What follows belongs to an exercise in optimizing a design on an open flow for small area and a short achievable clock period; a production flow would make more cautious choices.
At most, simulation tests tie the RTL to the original design; equivalence was not proved.
No activity file was given, so power comes from the tool's default toggle rates.

==> inputs of violet <==
// pong_sprite_renderer
module pong_sprite_renderer #(
    parameter int          N_SPRITES = 8,
    parameter int          IDX_W     = 3,
    parameter int          COORD_W   = 16,
    parameter logic [11:0] BG_COLOR  = 12'h111,
    parameter int          LATENCY   = 2
) (
    input  logic               clk,
    input  logic               rst,
    input  logic [COORD_W-1:0] h_cnt,
    input  logic [COORD_W-1:0] v_cnt,
    input  logic               pix_valid,
    input  logic [1:0]         sync_in,
    input  logic               frame_start,
    input  logic               wr_en,
    input  logic [IDX_W-1:0]   wr_idx,
    input  logic [COORD_W-1:0] wr_px,
    input  logic [COORD_W-1:0] wr_py,
    input  logic [COORD_W-1:0] wr_hw,
    input  logic [COORD_W-1:0] wr_hh,
    input  logic [11:0]        wr_color,
    input  logic               wr_enable,
    input  logic               cfg_commit,
    output logic               commit_pending,
    output logic [11:0]        rgb_out,
    output logic               rgb_valid,
    output logic [1:0]         sync_out
);
make LEC_CHECK=0 CAP_MARGIN=20 CORE_MARGIN=2 CORE_UTILIZATION=70 SETUP_SLACK_MARGIN=3.5 SLEW_MARGIN=20 finish   # period 6.5 ns
run.sh (not shown) runs the stock make flow with config.mk's settings and CLKGATE_MAP_FILE= SYNTH_SCRIPT=/design/flow/synth_recipe.tcl, a recipe that flattens the netlist after the stock synthesis.
==> inputs of sierra, as changes to violet <==
--- a/flow/design.v
+++ b/flow/design.v
@@ -31,28 +31,32 @@
     logic r_commit_pending;
     logic w_commit_now;
     logic w_wr_ok;
     assign w_commit_now = frame_start && (r_commit_pending || cfg_commit);
     assign w_wr_ok      = wr_en && ({1'b0, wr_idx} < (IDX_W+1)'(N_SPRITES));
-    logic [CW:0] w_lo_h, w_hi_h, w_lo_v, w_hi_v;    
-    logic [CW:0] w_dlo_h, w_dlo_v;
+    logic [CW:0]   w_dlo_h, w_dhi_h, w_dlo_v, w_dhi_v;
+    logic [CW-1:0] w_lo_h, w_hi_h, w_lo_v, w_hi_v;
+    logic          w_en;
     assign w_dlo_h = {1'b0, wr_px} - {1'b0, wr_hw};
+    assign w_dhi_h = {1'b0, wr_px} + {1'b0, wr_hw} - 1'b1;
     assign w_dlo_v = {1'b0, wr_py} - {1'b0, wr_hh};
-    assign w_lo_h  = w_dlo_h;                        
-    assign w_lo_v  = w_dlo_v;
-    assign w_hi_h  = {1'b0, wr_px} + {1'b0, wr_hw};  
-    assign w_hi_v  = {1'b0, wr_py} + {1'b0, wr_hh};
-    logic [CW:0]   r_sh_lo_h [N_SPRITES];
-    logic [CW:0]   r_sh_hi_h [N_SPRITES];
-    logic [CW:0]   r_sh_lo_v [N_SPRITES];
-    logic [CW:0]   r_sh_hi_v [N_SPRITES];
+    assign w_dhi_v = {1'b0, wr_py} + {1'b0, wr_hh} - 1'b1;
+    assign w_lo_h  = w_dlo_h[CW] ? {CW{1'b0}} : w_dlo_h[CW-1:0] + 1'b1;
+    assign w_lo_v  = w_dlo_v[CW] ? {CW{1'b0}} : w_dlo_v[CW-1:0] + 1'b1;
+    assign w_hi_h  = w_dhi_h[CW] ? {CW{1'b1}} : w_dhi_h[CW-1:0];
+    assign w_hi_v  = w_dhi_v[CW] ? {CW{1'b1}} : w_dhi_v[CW-1:0];
+    assign w_en    = wr_enable && (wr_hw != '0) && (wr_hh != '0);
+    logic [CW-1:0] r_sh_lo_h [N_SPRITES];
+    logic [CW-1:0] r_sh_hi_h [N_SPRITES];
+    logic [CW-1:0] r_sh_lo_v [N_SPRITES];
+    logic [CW-1:0] r_sh_hi_v [N_SPRITES];
     logic [11:0]   r_sh_color[N_SPRITES];
     logic          r_sh_en   [N_SPRITES];
-    logic [CW:0]   r_act_lo_h [N_SPRITES];
-    logic [CW:0]   r_act_hi_h [N_SPRITES];
-    logic [CW:0]   r_act_lo_v [N_SPRITES];
-    logic [CW:0]   r_act_hi_v [N_SPRITES];
+    logic [CW-1:0] r_act_lo_h [N_SPRITES];
+    logic [CW-1:0] r_act_hi_h [N_SPRITES];
+    logic [CW-1:0] r_act_lo_v [N_SPRITES];
+    logic [CW-1:0] r_act_hi_v [N_SPRITES];
     logic [11:0]   r_act_color[N_SPRITES];
     logic          r_act_en   [N_SPRITES];
     always_ff @(posedge clk or negedge rst) begin
         if (!rst) begin
             r_commit_pending <= 1'b0;
@@ -60,11 +64,11 @@
             r_commit_pending <= 1'b0;
         end else if (cfg_commit) begin
             r_commit_pending <= 1'b1;
         end
     end
-    logic [CW-1:0] r_h, r_v, r_hn, r_vn;    
+    logic [CW-1:0] r_h, r_v;
     logic          r_vld0, r_vld1;
     logic [1:0]    r_sync0, r_sync1;
     always_ff @(posedge clk or negedge rst) begin
         if (!rst) begin
             r_vld0  <= 1'b0;
@@ -77,14 +81,12 @@
             r_sync0 <= sync_in;
             r_sync1 <= r_sync0;
         end
     end
     always_ff @(posedge clk) begin
-        r_h  <= h_cnt;
-        r_v  <= v_cnt;
-        r_hn <= ~h_cnt;
-        r_vn <= ~v_cnt;
+        r_h <= h_cnt;
+        r_v <= v_cnt;
     end
     logic [N_SPRITES-1:0] w_hit;
     generate
         for (genvar gi = 0; gi < N_SPRITES; gi++) begin : g_sprite
             logic w_sel;
@@ -92,11 +94,11 @@
             always_ff @(posedge clk or negedge rst) begin
                 if (!rst) begin
                     r_sh_en[gi]  <= 1'b0;
                     r_act_en[gi] <= 1'b0;
                 end else begin
-                    if (w_sel)        r_sh_en[gi]  <= wr_enable;
+                    if (w_sel)        r_sh_en[gi]  <= w_en;
                     if (w_commit_now) r_act_en[gi] <= r_sh_en[gi];
                 end
             end
             always_ff @(posedge clk) begin
                 if (w_sel) begin
@@ -112,26 +114,24 @@
                     r_act_lo_v[gi]  <= r_sh_lo_v[gi];
                     r_act_hi_v[gi]  <= r_sh_hi_v[gi];
                     r_act_color[gi] <= r_sh_color[gi];
                 end
             end
-            logic w_gt_h, w_lt_h, w_gt_v, w_lt_v;
+            logic w_ge_h, w_le_h, w_ge_v, w_le_v;
             always_comb begin
-                w_gt_h = 1'b0;
-                w_lt_h = 1'b0;
-                w_gt_v = 1'b0;
-                w_lt_v = 1'b0;
+                w_ge_h = 1'b1;
+                w_le_h = 1'b1;
+                w_ge_v = 1'b1;
+                w_le_v = 1'b1;
                 for (int b = 0; b < CW; b++) begin
-                    w_gt_h = (r_h[b] & ~r_act_lo_h[gi][b]) | ((r_h[b] | ~r_act_lo_h[gi][b]) & w_gt_h);
-                    w_lt_h = (r_act_hi_h[gi][b] & r_hn[b]) | ((r_act_hi_h[gi][b] | r_hn[b]) & w_lt_h);
-                    w_gt_v = (r_v[b] & ~r_act_lo_v[gi][b]) | ((r_v[b] | ~r_act_lo_v[gi][b]) & w_gt_v);
-                    w_lt_v = (r_act_hi_v[gi][b] & r_vn[b]) | ((r_act_hi_v[gi][b] | r_vn[b]) & w_lt_v);
+                    w_ge_h = (r_h[b] & ~r_act_lo_h[gi][b]) | ((r_h[b] | ~r_act_lo_h[gi][b]) & w_ge_h);
+                    w_le_h = (r_act_hi_h[gi][b] & ~r_h[b]) | ((r_act_hi_h[gi][b] | ~r_h[b]) & w_le_h);
+                    w_ge_v = (r_v[b] & ~r_act_lo_v[gi][b]) | ((r_v[b] | ~r_act_lo_v[gi][b]) & w_ge_v);
+                    w_le_v = (r_act_hi_v[gi][b] & ~r_v[b]) | ((r_act_hi_v[gi][b] | ~r_v[b]) & w_le_v);
                 end
             end
-            assign w_hit[gi] = r_act_en[gi]
-                            && (r_act_lo_h[gi][CW] || w_gt_h) && (r_act_hi_h[gi][CW] || w_lt_h)
-                            && (r_act_lo_v[gi][CW] || w_gt_v) && (r_act_hi_v[gi][CW] || w_lt_v);
+            assign w_hit[gi] = r_act_en[gi] && w_ge_h && w_le_h && w_ge_v && w_le_v;
         end
     endgenerate
     logic [11:0] w_c01, w_c23, w_c45, w_c67, w_c03, w_c47, w_color;
     logic        w_h01, w_h23, w_h45, w_h03;
     logic [11:0] r_rgb;
CORE_UTILIZATION = 40   (was 70)
SETUP_SLACK_MARGIN = unset   (was 3.5)
==> inputs of tundra, as changes to violet <==
==> flow/flow/run.sh (new file) <==
#!/bin/bash
# Standard synthesis, then the combinational logic re-mapped by ABC for delay
# (flip-flop instances untouched), then the standard layout from floorplan on.
set -euo pipefail
here=$(pwd)
bash standard.sh synth > "$here/synth_std.log" 2>&1
R=$here/orfs/results/$FLOW_PLATFORM/pong_sprite_renderer/base
O=$here/orfs/objects/$FLOW_PLATFORM/pong_sprite_renderer/base
cp "$R/1_2_yosys.v" "$here/1_2_yosys_std.v"
YOSYS=yosys
[ -x "$FLOW_HOME/../tools/install/yosys/bin/yosys" ] && YOSYS="$FLOW_HOME/../tools/install/yosys/bin/yosys"
export REMAP_LIB="$FLOW_HOME/platforms/sky130hd/lib/sky130_fd_sc_hd__tt_025C_1v80.lib"
export REMAP_IN="$here/1_2_yosys_std.v"
export REMAP_OUT="$here/1_2_yosys_remap.v"
export REMAP_TOP="$FLOW_TOP"
export REMAP_CONSTR="$O/abc.constr"
export REMAP_SCRIPT="$here/flow/remap.abc"
export REMAP_DONTUSE="$(grep -o -- '-dont_use [A-Za-z0-9_]*' "$here/orfs/logs/$FLOW_PLATFORM/pong_sprite_renderer/base/1_2_yosys.log" | sort -u | tr '\n' ' ')"
"$YOSYS" -c "$here/flow/remap.tcl" > "$here/remap.log" 2>&1
cp "$REMAP_OUT" "$R/1_2_yosys.v"
touch "$R/1_2_yosys.v"
bash standard.sh > "$here/layout.log" 2>&1
==> flow/flow/remap.abc (new file) <==
strash
dc2
dch -f
map -D 1500
topo
buffer -p
upsize -D 1500
dnsize -D 1500
==> flow/flow/remap.tcl (new file) <==
# Re-map the combinational logic of the standard synthesis netlist with ABC,
# keeping every flip-flop (and tie) cell instance, with its name and cell type.
yosys -import
set lib $::env(REMAP_LIB)
read_liberty -ignore_miss_func -ignore_miss_dir -setattr liberty_cell $lib
read_verilog $::env(REMAP_IN)
hierarchy -top $::env(REMAP_TOP)
setattr -mod -set keep_hierarchy 1 sky130_fd_sc_hd__df* sky130_fd_sc_hd__edf* sky130_fd_sc_hd__conb_1
flatten
opt_clean -purge
techmap
opt -fast
abc -liberty $lib {*}$::env(REMAP_DONTUSE) -constr $::env(REMAP_CONSTR) -script $::env(REMAP_SCRIPT)
opt_clean -purge
setundef -zero
hilomap -singleton -hicell sky130_fd_sc_hd__conb_1 HI -locell sky130_fd_sc_hd__conb_1 LO
insbuf -buf sky130_fd_sc_hd__buf_4 A X
splitnets
opt_clean -purge
yosys rename -enumerate
check
blackbox sky130_fd_sc_hd__*
stat -liberty $lib
write_verilog -noattr -nohex -nodec $::env(REMAP_OUT)
==> flow/standard.sh (new file) <==
#!/bin/bash
# synth_recipe.tcl (not shown) runs the flow's synth.tcl, then flattens the netlist and writes it again
# the make line also repeats each setting of config.mk as NAME=value (left out here)
make -C /OpenROAD-flow-scripts/flow DESIGN_CONFIG=/design/flow/config.mk WORK_HOME=/design/flow/orfs CLKGATE_MAP_FILE= SYNTH_SCRIPT=/design/flow/synth_recipe.tcl "${@:-finish}"
CORE_UTILIZATION = 60   (was 70)
CTS_CLUSTER_DIAMETER = 150   (was unset)
CTS_CLUSTER_SIZE = 25   (was unset)
removed: flow/run.sh
==> notes.md <==
Result of the run: sierra no timing/DRC/antenna violations; violet no timing/DRC/antenna violations; tundra no timing/DRC/antenna violations
Share of the synthesized netlist area taken by xor and xnor gates: sierra 0.0107; violet 0.00714; tundra -
Number of filler cells placed in the layout: sierra 11100; violet 3177; tundra 5262
Non-Clock Buffer Count: sierra 222; violet 330; tundra 350
Clock edge transition at the registers on the reported setup and hold paths: sierra 60 ps; violet 60 ps; tundra 100 ps
Fraction of post-synthesis cell area in the top cell type by area: sierra 0.705; violet 0.727; tundra -
Pint: sierra 0.0145 W; violet 0.0152 W; tundra 0.0125 W
Detailed-routed wire length on met3: sierra 6.60 mm; violet 11.3 mm; tundra 5.77 mm
Total via count after detailed routing: sierra 29600; violet 31100; tundra 27900
Share of the yosys chip area belonging to registers: sierra 0.734; violet 0.769; tundra -
Met2 routed WL: sierra 63.5 mm; violet 67.6 mm; tundra 58.1 mm
Wire length of the first global-routing pass: sierra 189 mm; violet 188 mm; tundra 168 mm
Slew of the pin with the lowest slew margin: sierra 1150 ps; violet 1130 ps; tundra 955 ps
Post-cts sizing count: sierra 0; violet 455; tundra 418
Worst r2r dst: sierra r_rgb[2]$_DFF_PN0_; violet r_rgb[7]$_DFF_PN0_; tundra r_rgb[9]$_DFF_PN0_
Depth of the most critical reg-to-reg path: sierra 9; violet 12; tundra 13
Clock tree buffer count of the final layout: sierra 179; violet 175; tundra 110
Share of the synthesized area in compound gates (AO/OA/AOI/OAI): sierra 0.0921; violet 0.101; tundra -
Met2 Usage GRT: sierra 0.332; violet 0.581; tundra 0.462
Number of synthesized flops with an enable pin: sierra 1216; violet 1248; tundra -
NonClk Buf Share: sierra 0.0348; violet 0.0514; tundra 0.0593
Clock network share of area: sierra 0.0720; violet 0.0691; tundra 0.0299
Count of antenna diodes in the layout: sierra 0; violet 1; tundra 2
Total number of H-tree levels: sierra 4; violet 4; tundra 2
Highest attainable clock frequency: sierra 0.187 GHz; violet 0.280 GHz; tundra 0.302 GHz
Combinational group power: sierra 0.00173 W; violet 0.00217 W; tundra 0.00173 W
No functional check of the RTL was part of sierra.

-- what the ideal ports hide --
In the flow no input, the clock included, has a driving cell. The finished layouts below were timed again as built, in two steps. Step 1 assumes that a clkbuf_16 drives the clock port and a buf_2 every other input. Step 2, shift: input delay + t, output delay - t, t = (earliest + latest rising clock arrival at the registers) / 2. This alone moves slack from input paths to output paths. Three values: no drivers, after step 1, after step 2; two values: the first two.
| run | t (ns) | setup slack, ns | worst register clock-pin slew, ns | pins driven straight from the clock port |
|---|---|---|---|---|
| violet | 0.784 | 2.923 / 2.923 / 2.184 | 0.07 / 0.07 | 1 |
| sierra | 0.819 | 1.150 / 1.196 / 0.377 | 0.06 / 0.06 | 1 |
| tundra | 0.726 | 3.188 / 3.182 / 2.457 | 0.11 / 0.11 | 1 |
After both steps every run listed still meets setup and hold. For sierra, which loses most, drivers alone change the setup slack by +0.046 ns; drivers and shift together by -0.773 ns.
